Context: an optimization exercise on an open-source flow, tuned for small area, a short achievable clock period and few clock cycles. The choices shown serve that exercise and are no tape-out recipe.
The RTL was checked by simulation tests, not by an equivalence proof against the original design.

<file path="design/flow/constraint.sdc">
create_clock -name core_clock -period 7.5 [get_ports {clk}]
set_input_delay 1.5000 -clock core_clock [delete_from_list [all_inputs] [get_ports {clk}]]
set_output_delay 1.5000 -clock core_clock [all_outputs]
set_load 0.01 [all_outputs]
</file>
<file path="design/flow/design.v">
`timescale 1ns/1ps
package router_pkg;
  localparam int NUM_PORTS = 5;
  localparam int NUM_VCS   = 2;
  localparam int NUM_STR   = NUM_PORTS * NUM_VCS;    
  localparam int COORD_W   = 2;
  localparam int PAYLOAD_W = 16;
  localparam int KIND_W    = 2;
  localparam int VC_W      = 1;
  localparam int COUNT_W   = 16;
  localparam int FLIT_W    = KIND_W + VC_W + 2 * COORD_W + PAYLOAD_W;
  localparam int PAYLOAD_LSB = 0;
  localparam int DY_LSB      = PAYLOAD_LSB + PAYLOAD_W;
  localparam int DX_LSB      = DY_LSB + COORD_W;
  localparam int VC_LSB      = DX_LSB + COORD_W;
  localparam int KIND_LSB    = VC_LSB + VC_W;
  typedef logic [FLIT_W-1:0]  flit_t;
  typedef logic [COORD_W-1:0] coord_t;
  typedef logic [COUNT_W-1:0] count_t;
  function automatic logic is_first(input flit_t f);
    is_first = (f[KIND_LSB +: KIND_W] == 2'd0) || (f[KIND_LSB +: KIND_W] == 2'd3);
  endfunction
  function automatic logic is_last(input flit_t f);
    is_last = f[KIND_LSB + 1];
  endfunction
endpackage
`timescale 1ns/1ps
module vc_buffer (
  input  logic              clk,
  input  logic              rst_n,
  input  logic              push,
  input  router_pkg::flit_t wr_data,
  input  logic              pop,
  output router_pkg::flit_t head,
  output logic              valid
);
  always_ff @(posedge clk or negedge rst_n) begin
    if (!rst_n) valid <= 1'b0;
    else if (push) valid <= 1'b1;
    else if (pop) valid <= 1'b0;
  end
  always_ff @(posedge clk) begin
    if (!valid) head <= wr_data;
  end
endmodule
`timescale 1ns/1ps
module rr_arbiter #(
  parameter int NUM_REQS = 10
) (
  input  logic                clk,
  input  logic                rst_n,
  input  logic [NUM_REQS-1:0] req,
  input  logic                advance,
  output logic [NUM_REQS-1:0] grant
);
  logic [NUM_REQS-1:0] mask;        
  logic [NUM_REQS-1:0] mreq;
  logic [NUM_REQS-1:0] g_hi;
  logic [NUM_REQS-1:0] g_all;
  assign mreq = req & mask;
  always_comb begin
    for (int i = 0; i < NUM_REQS; i++) begin
      g_hi[i]  = mreq[i];
      g_all[i] = req[i];
      for (int j = 0; j < i; j++) begin
        if (mreq[j]) g_hi[i]  = 1'b0;
        if (req[j])  g_all[i] = 1'b0;
      end
    end
    grant = (|mreq) ? g_hi : g_all;
  end
  always_ff @(posedge clk or negedge rst_n) begin
    if (!rst_n) begin
      mask <= '0;
    end else if (advance && (|req)) begin
      for (int i = 0; i < NUM_REQS; i++) begin
        mask[i] <= 1'b0;
        for (int j = 0; j < i; j++) if (grant[j]) mask[i] <= 1'b1;
      end
    end
  end
endmodule
`timescale 1ns/1ps
module input_unit #(
  parameter router_pkg::coord_t ROUTER_X = 1,
  parameter router_pkg::coord_t ROUTER_Y = 2
) (
  input  logic                                        clk,
  input  logic                                        rst_n,
  input  logic                                        in_valid,
  input  router_pkg::flit_t                           in_flit,
  output logic                                        in_ready,
  input  logic [router_pkg::NUM_VCS-1:0]              owning,
  input  logic [router_pkg::NUM_VCS-1:0]              pop,
  output router_pkg::flit_t [router_pkg::NUM_VCS-1:0] head,
  output logic [router_pkg::NUM_VCS-1:0]              valid,
  output logic [router_pkg::NUM_VCS-1:0]              buffered,
  output logic [router_pkg::NUM_VCS-1:0][router_pkg::NUM_PORTS-1:0] first_req
);
  logic                           vc;
  logic [router_pkg::NUM_VCS-1:0] ready;
  logic [router_pkg::NUM_VCS-1:0] defer;
  logic                           deferred;
  assign vc = in_flit[router_pkg::VC_LSB];
  assign defer[0] = owning[1] && !buffered[1] && !owning[0] && !deferred;
  assign defer[1] = owning[0] && !buffered[0] && !owning[1] && !deferred;
  for (genvar v = 0; v < router_pkg::NUM_VCS; v++) begin : g_rdy
    assign ready[v] = !buffered[v] && !defer[v];
  end
  assign in_ready = ready[vc];
  always_ff @(posedge clk or negedge rst_n) begin
    if (!rst_n) deferred <= 1'b0;
    else deferred <= in_valid && defer[vc];
  end
  for (genvar v = 0; v < router_pkg::NUM_VCS; v++) begin : g_vc
    router_pkg::coord_t dx, dy;
    router_pkg::flit_t  bhead;
    logic               offer;
    assign offer = in_valid && (vc == v[0]) && ready[v];
    vc_buffer u_buf (
      .clk     (clk),
      .rst_n   (rst_n),
      .push    (offer && !pop[v]),
      .wr_data (in_flit),
      .pop     (pop[v]),
      .head    (bhead),
      .valid   (buffered[v])
    );
    assign valid[v] = buffered[v] || offer;
    assign head[v]  = buffered[v] ? bhead : in_flit;
    assign dx = head[v][router_pkg::DX_LSB +: router_pkg::COORD_W];
    assign dy = head[v][router_pkg::DY_LSB +: router_pkg::COORD_W];
    always_comb begin
      logic go;
      go = valid[v] && router_pkg::is_first(head[v]);
      first_req[v]    = '0;
      first_req[v][2] = go && (dx > ROUTER_X);
      first_req[v][3] = go && (dx < ROUTER_X);
      first_req[v][0] = go && (dx == ROUTER_X) && (dy > ROUTER_Y);
      first_req[v][1] = go && (dx == ROUTER_X) && (dy < ROUTER_Y);
      first_req[v][4] = go && (dx == ROUTER_X) && (dy == ROUTER_Y);
    end
  end
endmodule
`timescale 1ns/1ps
module switch_allocator (
  input  logic                                                        clk,
  input  logic                                                        rst_n,
  input  logic [router_pkg::NUM_STR-1:0]                              valid,
  input  logic [router_pkg::NUM_STR-1:0]                              buffered,
  input  logic [router_pkg::NUM_STR-1:0][router_pkg::NUM_PORTS-1:0]   first_req,
  input  router_pkg::flit_t [router_pkg::NUM_STR-1:0]                 head,
  input  logic [router_pkg::NUM_PORTS-1:0]                            take,
  output logic [router_pkg::NUM_STR-1:0]                              owning,
  output logic [router_pkg::NUM_STR-1:0]                              pop,
  output logic [router_pkg::NUM_PORTS-1:0]                            load,
  output router_pkg::flit_t [router_pkg::NUM_PORTS-1:0]               load_flit
);
  localparam int NS = router_pkg::NUM_STR;
  localparam int NP = router_pkg::NUM_PORTS;
  logic [NP-1:0][NS-1:0] owner;
  logic [NP-1:0][NS-1:0] arb_req;
  logic [NP-1:0][NS-1:0] arb_gnt;
  logic [NP-1:0][NS-1:0] gnt;
  logic [NP-1:0]         locked;
  logic [NP-1:0]         load_last;
  logic [NS-1:0]         sib_free;    
  logic [NS-1:0]         sib_held;    
  always_comb begin
    owning = '0;
    for (int o = 0; o < NP; o++) owning = owning | owner[o];
    for (int s = 0; s < NS; s++) begin
      sib_free[s] = !owning[s ^ 1];
      sib_held[s] = !owning[s ^ 1] && buffered[s ^ 1];
    end
  end
  for (genvar o = 0; o < NP; o++) begin : g_out
    logic [NS-1:0] fr, t1, t2;
    assign locked[o] = |owner[o];
    for (genvar s = 0; s < NS; s++) begin : g_req
      assign fr[s] = first_req[s][o];
    end
    assign t1 = fr & sib_held;
    assign t2 = fr & sib_free;
    assign arb_req[o] = (|t1) ? t1 : (|t2) ? t2 : fr;
    rr_arbiter #(.NUM_REQS(NS)) u_arb (
      .clk     (clk),
      .rst_n   (rst_n),
      .req     (arb_req[o]),
      .advance (!locked[o] && take[o]),
      .grant   (arb_gnt[o])
    );
    assign gnt[o] = locked[o] ? (owner[o] & valid) : arb_gnt[o];
    always_comb begin
      load_flit[o] = '0;
      load_last[o] = 1'b0;
      for (int s = 0; s < NS; s++) begin
        load_flit[o] = load_flit[o] | ({router_pkg::FLIT_W{gnt[o][s]}} & head[s]);
        load_last[o] = load_last[o] | (gnt[o][s] & router_pkg::is_last(head[s]));
      end
    end
    assign load[o] = take[o] && (|gnt[o]);
    always_ff @(posedge clk or negedge rst_n) begin
      if (!rst_n) owner[o] <= '0;
      else if (load[o]) owner[o] <= load_last[o] ? '0 : gnt[o];
    end
  end
  always_comb begin
    pop = '0;
    for (int o = 0; o < NP; o++) pop = pop | (gnt[o] & {NS{take[o]}});
  end
endmodule
`timescale 1ns/1ps
module output_stage (
  input  logic                                          clk,
  input  logic                                          rst_n,
  input  logic [router_pkg::NUM_PORTS-1:0]              load,
  input  router_pkg::flit_t [router_pkg::NUM_PORTS-1:0] load_flit,
  output logic [router_pkg::NUM_PORTS-1:0]              take,
  output logic [router_pkg::NUM_PORTS-1:0]              out_valid,
  output router_pkg::flit_t [router_pkg::NUM_PORTS-1:0] out_flit,
  input  logic [router_pkg::NUM_PORTS-1:0]              out_ready,
  output router_pkg::count_t                            packets_routed
);
  logic [2:0] leaving;
  assign take = ~out_valid | out_ready;
  always_ff @(posedge clk or negedge rst_n) begin
    if (!rst_n) out_valid <= '0;
    else out_valid <= load | (out_valid & ~out_ready);
  end
  always_ff @(posedge clk) begin
    for (int p = 0; p < router_pkg::NUM_PORTS; p++)
      if (take[p]) out_flit[p] <= load_flit[p];
  end
  always_comb begin
    leaving = '0;
    for (int p = 0; p < router_pkg::NUM_PORTS; p++)
      leaving = leaving + {2'b0, out_valid[p] && out_ready[p] && router_pkg::is_last(out_flit[p])};
  end
  always_ff @(posedge clk or negedge rst_n) begin
    if (!rst_n) packets_routed <= '0;
    else packets_routed <= packets_routed + router_pkg::count_t'(leaving);
  end
endmodule
`timescale 1ns/1ps
module router_top #(
  parameter router_pkg::coord_t ROUTER_X = 1,
  parameter router_pkg::coord_t ROUTER_Y = 2
) (
  input  logic                                                    clk,
  input  logic                                                    rst_n,
  input  logic [router_pkg::NUM_PORTS-1:0]                        in_valid,
  input  router_pkg::flit_t [router_pkg::NUM_PORTS-1:0]           in_flit,
  output logic [router_pkg::NUM_PORTS-1:0]                        in_ready,
  output logic [router_pkg::NUM_PORTS-1:0]                        out_valid,
  output router_pkg::flit_t [router_pkg::NUM_PORTS-1:0]           out_flit,
  input  logic [router_pkg::NUM_PORTS-1:0]                        out_ready,
  output router_pkg::count_t                                      packets_routed
);
  localparam int NP = router_pkg::NUM_PORTS;
  localparam int NS = router_pkg::NUM_STR;
  logic [NP-1:0] take;
  logic [NP-1:0] load;
  router_pkg::flit_t [NP-1:0] load_flit;
  logic [NS-1:0]         pop;
  logic [NS-1:0]         valid;
  logic [NS-1:0]         buffered;
  logic [NS-1:0]         owning;
  router_pkg::flit_t [NS-1:0] head;
  logic [NS-1:0][NP-1:0] first_req;
  for (genvar p = 0; p < NP; p++) begin : g_port
    input_unit #(
      .ROUTER_X (ROUTER_X),
      .ROUTER_Y (ROUTER_Y)
    ) u_in (
      .clk       (clk),
      .rst_n     (rst_n),
      .in_valid  (in_valid[p]),
      .in_flit   (in_flit[p]),
      .in_ready  (in_ready[p]),
      .owning    (owning[2*p +: 2]),
      .pop       (pop[2*p +: 2]),
      .head      (head[2*p +: 2]),
      .valid     (valid[2*p +: 2]),
      .buffered  (buffered[2*p +: 2]),
      .first_req (first_req[2*p +: 2])
    );
  end
  switch_allocator u_alloc (
    .clk       (clk),
    .rst_n     (rst_n),
    .valid     (valid),
    .buffered  (buffered),
    .first_req (first_req),
    .head      (head),
    .take      (take),
    .owning    (owning),
    .pop       (pop),
    .load      (load),
    .load_flit (load_flit)
  );
  output_stage u_out (
    .clk            (clk),
    .rst_n          (rst_n),
    .load           (load),
    .load_flit      (load_flit),
    .take           (take),
    .out_valid      (out_valid),
    .out_flit       (out_flit),
    .out_ready      (out_ready),
    .packets_routed (packets_routed)
  );
endmodule
</file>
<file path="design/flow/config.mk">
export PLATFORM = sky130hd
export DESIGN_NAME = router_top
export DESIGN_NICKNAME = router_top
export VERILOG_FILES = /design/flow/design.v
export SDC_FILE = /design/flow/constraint.sdc
export NUM_CORES = 4
export LEC_CHECK = 0
export CAP_MARGIN = 20
export CORE_MARGIN = 2
export CORE_UTILIZATION = 40
export SLEW_MARGIN = 20
</file>
<file path="design/flow/run.sh">
#!/bin/bash
# synth_recipe.tcl (not shown) runs the flow's synth.tcl, then flattens the netlist and writes it again
# the make line also repeats each setting of config.mk as NAME=value (left out here)
make -C /OpenROAD-flow-scripts/flow DESIGN_CONFIG=/design/flow/config.mk WORK_HOME=/design/flow/orfs CLKGATE_MAP_FILE= SYNTH_SCRIPT=/design/flow/synth_recipe.tcl finish
</file>
==> impl_results.rst <==
.. list-table::
   :header-rows: 1

   * - Metric
     - Value
   * - Prevailing post-synth register cell
     - dfxtp_1
   * - Number of setup buffers added after CTS
     - 0
   * - CTS clk-pin slew, worst paths
     - roughly 60 ps
   * - Clk Tree Root Cell
     - clkbuf_16
   * - Mean number of vias per cell
     - 7.19
   * - Syn_nets
     - 3515
   * - Pin count of the biggest net entering global routing
     - between 70 and 80
   * - Vias in the first global route
     - 32800
   * - Row cnt
     - 100
   * - Number of storage elements in the synthesis netlist
     - 476
   * - Post-CTS resize count
     - 0
   * - Area growth from synthesis to layout
     - 27.8%
   * - Maximum fanout count along the critical path
     - 10
   * - CTS Buf Count
     - 56
   * - Reg-to-reg slack, setup
     - approximately 1300 ps
   * - Hold Crit Start
     - u_out.packets_routed[15]
   * - DRC viols
     - 0
   * - Average detailed-routed wire length per instance
     - 38.0 µm
   * - Setup TNS
     - 0 ps
   * - Worst flop-to-flop path startpoint
     - u_alloc.owner[6]
   * - Overall fraction of global-route tracks in use
     - 46.2%
   * - Async set-or-reset flop fraction in the synthesized netlist
     - between 20 and 30%
   * - Worst clock skew
     - between 60 and 70 ps
   * - Gate Count Post-Synth
     - 3380
   * - Final hold viol count
     - 0
   * - Final net count
     - approximately 4000
   * - Commonest non-fill, non-tap cells in the layout
     - nand2_1, buf_4, clkdlybuf4s50_1, dfxtp_1, inv_1
   * - IO Count
     - 268
   * - CTS tree
     - done
   * - Reg2reg path depth
     - 16
   * - Initial Utilization
     - 40.3%
   * - Yosys cell types
     - 114
   * - Hold Buf Count CTS
     - 0
   * - Post-synthesis instance area
     - about 30000 µm²
   * - Start point of the critical path
     - in_flit[89]
   * - Min Clock Period, post-route
     - 6880 ps
   * - Cell chain of the critical path
     - clkdlybuf4s50_1, or3b_2, a2bb2oi_2, nor3b_1, a2111oi_0, and3_1, and2_1, buf_4, o221ai_2, o211a_1, and3_1, a22o_1, or2_1, or3_1, o41ai_4, a22o_1
   * - Number of buffers inserted by port buffering
     - 267
   * - Class of the tightest hold or removal check
     - flip-flop to flip-flop
   * - Hold-critical path endpoint
     - u_out.packets_routed[15]
   * - Share of post-route cells with drive strength above 1
     - 16.0%
   * - GP Congestion
     - 1.09
   * - Number of routed nets with antenna violations
     - 0
   * - Count of flip-flops with a built-in enable after synthesis
     - between 100 and 150
   * - Half-perimeter wire length of the detailed placement result
     - about 130000 µm
   * - RSZ-0062 raised after global routing
     - no
   * - Actual slew at the worst max-slew pin
     - 1240 ps
   * - Minimum setup slack in the final design
     - 618 ps
   * - TritonCTS Sinks
     - 476
   * - Max Cap Violations
     - 0
   * - Number of logic stages on the critical path including buffering
     - 16
   * - Stage delay of the slowest cell on the critical path
     - 840 ps
   * - Remaining Overflow, GRT
     - 0
   * - Final worst-path cycle share
     - between 90 and 100%
   * - Slowest stage cell on the critical path
     - a2111oi_0
   * - Pins Over Slew Limit
     - 0
   * - Sequential-to-total area share from yosys stat
     - 37.8%
   * - Number of warnings reported in the yosys synthesis log
     - 5
   * - Clock latency of the later-clocked register in the worst-skew pair
     - 680 ps
   * - Width of the die
     - 278 µm
   * - Total wire length after detailed routing
     - 185000 µm
   * - # fillers
     - slightly above 7000
   * - Total via count in the routed design
     - 35000
   * - Htree depth
     - 2
   * - Area of the core
     - 74300 µm²
   * - Most common cell after layout, fill and taps aside
     - nand2_1
   * - Placement Setup Slack
     - 254 ps
   * - Full die area
     - 77100 µm²
   * - R2r endpoint
     - u_alloc.owner[49]
   * - Worst setup path category
     - input pin to flip-flop
   * - Required arrival time at the worst endpoint
     - 8050 ps
   * - Result of the run
     - no timing/DRC/antenna violations
   * - Number of setup violations in the final report
     - 0
   * - Max-Slew Margin vs Limit
     - between 10% and 20%
   * - Summed area of non-filler cells in the final layout
     - ~38000 µm²
   * - WP data arrival
     - 7430 ps
   * - Kind of launch point of the worst setup path
     - input pin
   * - First drt pass iteration count
     - 13
   * - Maximum operating frequency
     - 145 MHz
   * - Worst Path Buf+Inv
     - 2
   * - Max clock buf depth
     - 3
   * - Mean instance size in the synthesized netlist
     - 8.87 µm²
   * - Area post-placement
     - around 36000 µm²
   * - Cell count of the worst hold path
     - 1
   * - Endpoint kind of the worst setup timing path
     - flip-flop
   * - Iter 0 DRT Violations
     - 6073
   * - Global-route wire length before repair
     - 254000 µm
   * - Cell family contributing the most delay on the critical path
     - compound AO/OA/AOI/OAI gates
   * - Antenna violations before repair
     - 12
   * - Y dimension of the die
     - 278 µm
[worst reg2reg max path: stages, from the launching register on]
cell and delay, ps:
dfrtp_1 510, nor4_1 940, buf_4 260, nand2b_1 260, nor3_1 650, a211oi_1 130, nand3_1 350, nor2_1 190
o2111ai_1 580, a2bb2oi_1 230, nor2_1 70, nor4_1 390, o311ai_0 210, or4_1 460, a2111oi_2 440, buf_4 260
a32o_1 180
[layer usage]
| layer | vias up | share of wire, % | global-route usage (%) | wire [µm] |
|---|---|---|---|---|
| met5 | - | 0.027 | 0 | 50 |
| met4 | 8 | 8.9 | 31.3 | 16400 |
| met3 | 948 | 15 | 16.6 | 27000 |
| met2 | 3224 | 40 | 65.1 | 73200 |
| met1 | 16700 | 37 | 58.9 | 68200 |
| li1 | 14100 | - | - | - |
[flip-flops by register name, indices dropped and copies added (netlist names)]
name                          count
g_port.u_in.g_vc.u_buf.head     230
u_alloc.owner                    50
g_port.u_in.deferred              5
g_port.u_in.g_vc.u_buf.valid     10
u_alloc.g_out.u_arb.mask         45
u_out.out_flit                  115
u_out.out_valid                   5
u_out.packets_routed             16
[logic make-up (layout without fill, tap and decap cells)]
family | Yosys count | after routing | synth area share, %
AND/OR/NAND/NOR | 1041 | 1041 | 17.6
buffers and inverters | 426 | 940 | 5.55
adder cells (fa/ha/maj) | 8 | 8 | 0.409
XOR/XNOR | 30 | 30 | 0.927
AO/OA/AOI/OAI | 1172 | 1172 | 29.8
flip-flops | 476 | 476 | 37.8
multiplexers | 227 | 227 | 7.86
other | 0 | 4 | 0
[synthesized netlist by cell type (26+ instances only)]
cell	count	share of area [%]
a211oi_1	90	2.3
a21oi_1	118	2.0
a221o_1	43	1.4
a221oi_1	52	1.5
a222oi_1	42	1.4
a22o_1	64	1.9
a22oi_1	72	1.8
a31oi_1	26	0.54
and2_1	45	0.94
and3_1	29	0.61
buf_2	34	0.57
clkbuf_1	147	1.8
dfrtp_1	131	11
dfxtp_1	230	15
edfxtp_1	115	12
inv_1	224	2.8
mux2_2	66	2.5
mux2i_1	161	5.4
nand2_1	327	4.1
nand3_1	123	2.1
nand4_1	34	0.71
nor2_1	191	2.4
nor3_1	67	1.1
nor4_1	26	0.54
o211ai_1	50	1.3
o21ai_0	141	2.4
o221ai_1	87	2.5
o22ai_1	106	2.2
[area by class of cell]
cell class / count / area, µm² / area share, %
Clock inverter: 30 / 360 / 0.941
Multi-Input combinational cell: 2478 / 17300 / 45.1
Sequential cell: 476 / 11300 / 29.6
Timing Repair Buffer: 607 / 5700 / 14.9
Tap cell: 969 / 1210 / 3.16
Antenna cell: 4 / 10.0 / 0.0261
Inverter: 227 / 852 / 2.22
Clock buffer: 76 / 1550 / 4.04
[how the worst max path moves through the flow]
| stage | to | slack [ps] |
|---|---|---|
| 2_1_floorplan | u_out.out_flit[10] | 1680 |
| 3_3_place_gp | u_alloc.owner[30] | 450 |
| 3_5_place_dp | u_alloc.owner[34] | 250 |
| 4_1_cts | u_alloc.owner[30] | 880 |
| 5_1_grt | u_alloc.owner[30] | 560 |
| 6_report | u_alloc.owner[30] | 620 |
[through the flow]
stage	hold slack (ps)	cells	utilization (%)
global placement	465	4756	48.9
CTS	477	4862	51.5
detailed placement	470	4756	49.0
global route	507	4866	51.5
finish	469	4867	51.5
floorplan	458	3380	-
Testbench counts, summed over its fixed seeds: cycles 3,111.

## afterwards: timing with drivers on the ports
The flow's constraints put no driver on any port. The routed layout listed below was extracted and timed again, unchanged, in two steps. Step 1: set_driving_cell puts a clkbuf_16 on clk and a buf_2 on each other input, an assumption about the parent block. Step 2 moves the port delays by t, midway between the first and last clock arrival at a register: inputs arrive t later, outputs are due t later. That takes back most of the time a late clock gives input paths. Slacks: ideal ports / drivers / drivers and shift; pairs: ideal ports / drivers.
shift t [ns]: 0.721
setup slack, ns: 0.618 / 0.658 / -0.063
worst setup path after step 2: input to register
pins driven straight from the clock port: 1
With both steps, setup timing fails in this run, where it was met with ideal ports. The setup slack of this run moves by +0.040 ns with the drivers and by -0.681 ns with both steps.
